From an optimization exercise on the open Yosys and OpenROAD flow, aimed at small area; shortcuts taken in it are not production practice.
Only simulation tests tie the RTL to the original design; equivalence was not proved.
No activity file was given, so power comes from the tool's default toggle rates.

[flow/config.mk]
export PLATFORM = sky130hd
export DESIGN_NAME = adc_dc_remover
export DESIGN_NICKNAME = adc_dc_remover
export VERILOG_FILES = /design/flow/design.v
export SDC_FILE = /design/flow/constraint.sdc
export NUM_CORES = 4
export LEC_CHECK = 0
export CAP_MARGIN = 20
export CORE_MARGIN = 2
export CORE_UTILIZATION = 40
export SLEW_MARGIN = 20
[flow/constraint.sdc]
create_clock -name core_clock -period 10.0 [get_ports {CLK_20M}]
set_input_delay 2.0000 -clock core_clock [delete_from_list [all_inputs] [get_ports {CLK_20M}]]
set_output_delay 2.0000 -clock core_clock [all_outputs]
set_load 0.01 [all_outputs]
[flow/design.v]
package adc_dc_pkg;
  localparam int unsigned DefW       = 16;
  localparam int unsigned DefAvgLog2 = 10;
endpackage
import adc_dc_pkg::*;
module adc_dc_chan
#(
  parameter int unsigned W        = DefW,
  parameter int unsigned AVG_LOG2 = DefAvgLog2
) (
  input  logic                clk,
  input  logic                rst_n,
  input  logic                din_valid,
  input  logic                s1_valid,
  input  logic                win_last,
  input  logic                mean_hold,
  input  logic                bypass,
  input  logic signed [W-1:0] din,
  output logic signed [W-1:0] dout,
  output logic signed [W-1:0] mean
);
  function automatic integer acc_width(input integer w, input integer avg_log2);
    acc_width = w + avg_log2;
  endfunction
  localparam int unsigned AccW = acc_width(W, AVG_LOG2);
  localparam int unsigned DiffW = W + 1;
  function automatic logic signed [31:0] sat_w(input logic signed [31:0] d, input integer w);
    logic signed [31:0] hi;
    logic signed [31:0] lo;
    hi = (32'sd1 <<< (w - 1)) - 32'sd1;
    lo = -hi - 32'sd1;
    if (d > hi) begin
      sat_w = hi;
    end else if (d < lo) begin
      sat_w = lo;
    end else begin
      sat_w = d;
    end
  endfunction
  logic signed [AccW-1:0]  acc_q, acc_d, sum;
  logic signed [W-1:0]     mean_q, mean_d;
  logic signed [W-1:0]     s1_data_q, s1_mean_q;
  logic                    s1_byp_q;
  logic signed [W-1:0]     dout_q, dout_d;
  logic signed [DiffW-1:0] diff;
  always_comb begin
    sum    = acc_q + AccW'(din);
    acc_d  = acc_q;
    mean_d = mean_q;
    if (din_valid) begin
      if (win_last) begin
        acc_d = '0;
        if (!mean_hold) begin
          mean_d = W'(sum >>> AVG_LOG2);
        end
      end else begin
        acc_d = sum;
      end
    end
  end
  always_comb begin
    diff   = DiffW'(s1_data_q) - DiffW'(s1_mean_q);
    dout_d = s1_byp_q ? s1_data_q : W'(sat_w(32'(diff), W));
  end
  always_ff @(posedge clk or negedge rst_n) begin
    if (!rst_n) begin
      acc_q     <= '0;
      mean_q    <= '0;
      s1_data_q <= '0;
      s1_mean_q <= '0;
      s1_byp_q  <= 1'b0;
      dout_q    <= '0;
    end else begin
      acc_q  <= acc_d;
      mean_q <= mean_d;
      if (din_valid) begin
        s1_data_q <= din;
        s1_mean_q <= mean_q;
        s1_byp_q  <= bypass;
      end
      if (s1_valid) begin
        dout_q <= dout_d;
      end
    end
  end
  assign dout = dout_q;
  assign mean = mean_q;
endmodule
import adc_dc_pkg::*;
module adc_dc_remover
#(
  parameter int unsigned NCH      = 16,
  parameter int unsigned W        = DefW,
  parameter int unsigned AVG_LOG2 = DefAvgLog2
) (
  input  logic              CLK_20M,
  input  logic              RESET_n,
  input  logic              DIN_VALID,
  input  logic [NCH*W-1:0]  DIN,
  input  logic [NCH-1:0]    BYPASS,
  input  logic              MEAN_HOLD,
  output logic              DOUT_VALID,
  output logic [NCH*W-1:0]  DOUT,
  output logic [NCH*W-1:0]  MEAN_OUT,
  output logic              MEAN_UPDATE
);
  logic [AVG_LOG2-1:0] cnt_q, cnt_d;
  logic                win_last;
  logic                s1_valid_q;
  logic                dout_valid_q;
  logic                mean_update_q, mean_update_d;
  logic [NCH*W-1:0]    dout_all;
  logic [NCH*W-1:0]    mean_all;
  always_comb begin
    win_last      = &cnt_q;
    cnt_d         = DIN_VALID ? cnt_q + AVG_LOG2'(1) : cnt_q;
    mean_update_d = DIN_VALID & win_last & ~MEAN_HOLD;
  end
  always_ff @(posedge CLK_20M or negedge RESET_n) begin
    if (!RESET_n) begin
      cnt_q         <= '0;
      s1_valid_q    <= 1'b0;
      dout_valid_q  <= 1'b0;
      mean_update_q <= 1'b0;
    end else begin
      cnt_q         <= cnt_d;
      s1_valid_q    <= DIN_VALID;
      dout_valid_q  <= s1_valid_q;
      mean_update_q <= mean_update_d;
    end
  end
  for (genvar k = 0; k < NCH; k++) begin : g_chan
    adc_dc_chan #(
      .W        (W),
      .AVG_LOG2 (AVG_LOG2)
    ) u_chan (
      .clk       (CLK_20M),
      .rst_n     (RESET_n),
      .din_valid (DIN_VALID),
      .s1_valid  (s1_valid_q),
      .win_last  (win_last),
      .mean_hold (MEAN_HOLD),
      .bypass    (BYPASS[k]),
      .din       (DIN[k*W +: W]),
      .dout      (dout_all[k*W +: W]),
      .mean      (mean_all[k*W +: W])
    );
  end
  assign DOUT        = dout_all;
  assign MEAN_OUT    = mean_all;
  assign DOUT_VALID  = dout_valid_q;
  assign MEAN_UPDATE = mean_update_q;
endmodule
[flow/run.sh]
#!/bin/bash
# synth_recipe.tcl (not shown) runs the flow's synth.tcl, then flattens the netlist and writes it again
# the make line also repeats each setting of config.mk as NAME=value (left out here)
make -C /OpenROAD-flow-scripts/flow DESIGN_CONFIG=/design/flow/config.mk WORK_HOME=/design/flow/orfs CLKGATE_MAP_FILE= SYNTH_SCRIPT=/design/flow/synth_recipe.tcl finish
==> results.txt <==
layout by cell type (no fill, tap or decap), types with 57 or more instances in the layout:
master | synthesis | routed
nand3_1 | 126 | 126
xor2_1 | 192 | 192
a21o_1 | 216 | 216
nand3b_1 | 91 | 91
o2bb2ai_1 | 265 | 265
nand2_1 | 943 | 942
a21oi_1 | 642 | 642
dfrtp_1 | 1469 | 1468
ha_1 | 657 | 657
clkdlybuf4s50_1 | 0 | 787
o21a_1 | 119 | 119
clkbuf_16 | 0 | 179
nor2b_1 | 135 | 134
a211oi_1 | 58 | 58
xnor2_1 | 328 | 328
o31ai_1 | 58 | 58
o211ai_1 | 63 | 63
and3_1 | 57 | 57
a22o_1 | 104 | 104
nor2_1 | 380 | 379
mux2_2 | 283 | 283
or3_1 | 133 | 132
a31oi_1 | 89 | 89
buf_4 | 1 | 64
nand2b_1 | 130 | 130
inv_1 | 483 | 481
o21ai_0 | 1010 | 1010
nor3_1 | 128 | 128
stage by stage:
stage	power (W)	hold WS [ps]	std cells	instance area [um2]
finish	0.0261	479	12800	104000
global route	0.0280	498	12800	104000
CTS	0.0262	484	12800	104000
detailed placement	0.0195	468	12500	97700
global placement	0.0192	455	12500	97700
floorplan	0.0163	352	9109	86900
report_power, final:
| part | switching (W) | internal (W) | total, W |
|---|---|---|---|
| registers | 0.000920 | 0.00728 | 0.00820 |
| clock network | 0.00270 | 0.00385 | 0.00654 |
| logic | 0.00620 | 0.00511 | 0.0113 |
| total | 0.00982 | 0.0162 | 0.0261 |
per-layer routing:
layer / track usage (%) / wire (um) / part of all wire, % / up-vias
met5: 0 / 121 / 0.044 / -
met4: 10.2 / 11700 / 4.3 / 22
met3: 3.95 / 14200 / 5.2 / 429
met2: 38.3 / 124000 / 45 / 1849
met1: 33.1 / 124000 / 45 / 35100
li1: - / - / - / 34200
synth_stat cells, types with 57 or more instances:
cell / count / area [um2]
inv_1: 483 / 1810
nand2_1: 943 / 3540
nand3b_1: 91 / 683
a21o_1: 216 / 1620
a211oi_1: 58 / 435
nand3_1: 126 / 631
nor2b_1: 135 / 845
ha_1: 657 / 8220
nor3_1: 128 / 641
or3_1: 133 / 832
xnor2_1: 328 / 2870
a22o_1: 104 / 911
nand2b_1: 130 / 813
o21ai_0: 1010 / 5050
o211ai_1: 63 / 473
nor2_1: 380 / 1430
xor2_1: 192 / 1680
dfrtp_1: 1469 / 36800
o21a_1: 119 / 893
and3_1: 57 / 357
o2bb2ai_1: 265 / 2320
a31oi_1: 89 / 557
o31ai_1: 58 / 435
mux2_2: 283 / 3190
a21oi_1: 642 / 3210
clkbuf_1: 333 / 1250
cell families after synthesis:
family | share of synthesized area [%]
adders and majority gates | 10.2
AOI/OAI and AO/OA | 22.1
xor gates and xnor gates | 5.29
buffers and inverters | 3.73
DFF | 42.3
muxes | 3.78
and+or+nand+nor | 12.6
worst min path at each step:
stage                                      startpoint  slack (ps)                          end
after floorplan                            s1_valid_q         350                 dout_valid_q
after global placement                       cnt_q[9]         460                     cnt_q[9]
after detailed placement  g_chan[3].u_chan.dout_q[10]         470  g_chan[3].u_chan.dout_q[10]
after CTS                 g_chan[3].u_chan.dout_q[10]         480  g_chan[3].u_chan.dout_q[10]
after global routing       g_chan[8].u_chan.acc_q[18]         500   g_chan[8].u_chan.acc_q[18]
final                                        cnt_q[9]         480                     cnt_q[9]
critical path, cell delays in order:
cell	delay [ps]
clkdlybuf4s50_1	840
ha_1	390
and4_1	250
and2_1	190
a221oi_1	470
o221ai_1	220
a31o_2	260
a21oi_1	170
xnor2_1	200
o21ai_0	120
a21bo_2	260
cell type report:
| class | instances | area [um2] |
|---|---|---|
| Fill cell | 20300 | 113000 |
| Multi-Input combinational cell | 6785 | 47000 |
| Sequential cell | 1469 | 36800 |
| Timing Repair Buffer | 863 | 8600 |
| Clock buffer | 248 | 5120 |
| Tap cell | 2854 | 3570 |
| Inverter | 484 | 1830 |
| Clock inverter | 62 | 713 |
| Antenna cell | 7 | 17.5 |
sequential cells by signal (all words and copies together) (netlist names):
register and flops:
g_chan.u_chan.acc_q 416, g_chan.u_chan.dout_q 256, g_chan.u_chan.mean_q 256, g_chan.u_chan.s1_data_q 256
g_chan.u_chan.s1_mean_q 256, g_chan.u_chan.s1_byp_q 16, cnt_q 10, dout_valid_q 1
mean_update_q 1, s1_valid_q 1
==> results.txt <==
- Critical R2R Capture: g_chan[6].u_chan.dout_q[12]
- Crit path launch: DIN[143]
- Min-delay worst type: reg -> reg
- Final net count: 10700
- Setup repair bufs after CTS: 0
- Antenna violations before repair: 29
- Post-DRT Antenna Nets: 0
- CP max FO: 12
- Initial Util: 40.2%
- Share of layout cells above drive strength 1: 7.72%
- Critical path class: in -> reg
- Finish-stage setup viols: 0
- 1st-pass router iterations: 6
- Mapped Area: 0.0869 mm2
- Dpl hpwl: 201000 um
- Total gr overflow: 0
- Slew @ Worst Pin: 1050 ps
- CTS resizes: 0
- # rows: 171
- Clock Tree Buf Depth: 3
- First-pass GRT wire length: 424000 um
- Worst Setup End Kind: register
- # IOs: 790
- Vias per cell: 5.61
- Slew Limit Headroom: 29.7%
- Register area share after synthesis: 42.3%
- # hold bufs at CTS: 0
- Synth Register Bits: 1469
- Synth Area per Inst: 9.54 um2
- Die Ht: 470 um
- Setup WS pre-CTS: 4520 ps
- Total core area: 0.217 mm2
- Status: complete, no violations
- CTS tree: built
- Die ar.: 0.221 mm2
- Port buffer count: 789
- Post-synth top flop: dfrtp_1
- Synth cell types: 102
- Routed WL: 274000 um
- DRC violations left: 0
- Crit Reg-Reg Startpoint: g_chan[6].u_chan.s1_data_q[0]
- Clock sinks: 1469
- F_max: 0.214 GHz
- Die Wd: 470 um
- Slew Viols, Final: 0
- Root buffer selected by CTS: clkbuf_16
- Syn_nets: 10100
- Post-synth ARST share: 100%
- DRT iter0 DRCs: 5047
- Mapped Cells: 9109
- Final Cycle Share: 46.8%
- Post-Route Setup TNS: 0 ps
- Worst Setup Start Kind: primary input
- CTS H-tree depth: 4
- Peak supply drop: 0.000172 V
- Max_cap viols: 0
- Largest net degree at the start of global routing: 171
- RSZ-0062 raised after global routing: no
- Fin. Hold Viols: 0
- EDFF count, synth: 0
- Hold depth: 1
- Clock-pin slew on the worst setup and hold paths: 60 ps
- CTS buffer count: 174
- Worst path required time: 10700 ps
- Final WS setup: 5320 ps
- Pwr/cell area: 252 mW/mm2
- R2r setup slk: 6310 ps
- Area delta synth->final: 19.1%
- Reg2reg path depth: 12
- LEAKAGE: 45.0 nW
- Fin crit period: 4680 ps
- GP Congestion: 0.904
- GRT Util Overall: 24.3%
- Syn. warnings: 2
- Max Clock Skew: 30.1 ps
- Routed WL per cell: 21.5 um
- Worst path arrival time: 5380 ps
- CP endpoint: g_chan[8].u_chan.acc_q[25]
- Post-layout utilization of the core: 47.8%
- Worst-skew pair later-pin latency: 830 ps
- Number of global-route vias before repair: 70200
- Vias: 71600

-- port drivers added, routing unchanged --
Ports are ideal in the flow. The routed layout listed here was re-timed in OpenROAD.
Step 1 assumes that a clkbuf_16 drives the clock port and a buf_2 every other input.
Step 2 times the ports against the registers' clock, not the clock port: input delays grow and output delays shrink by t, the midpoint of the rising clock arrivals with the driver on.
Three values: ideal ports, drivers, drivers and shift; two values: the first two.
t (ns): 0.903
setup slack, ns: 5.324 / 5.376 / 4.473
worst hold slack (ns): 0.479 / 0.479 / 0.479
latest minus earliest clock arrival (ns): 0.035 / 0.036
worst register clock-pin slew, ns: 0.07 / 0.07
After both steps setup and hold are still met in this run. The setup slack of this run moves by +0.052 ns with the drivers and by -0.851 ns with both steps.
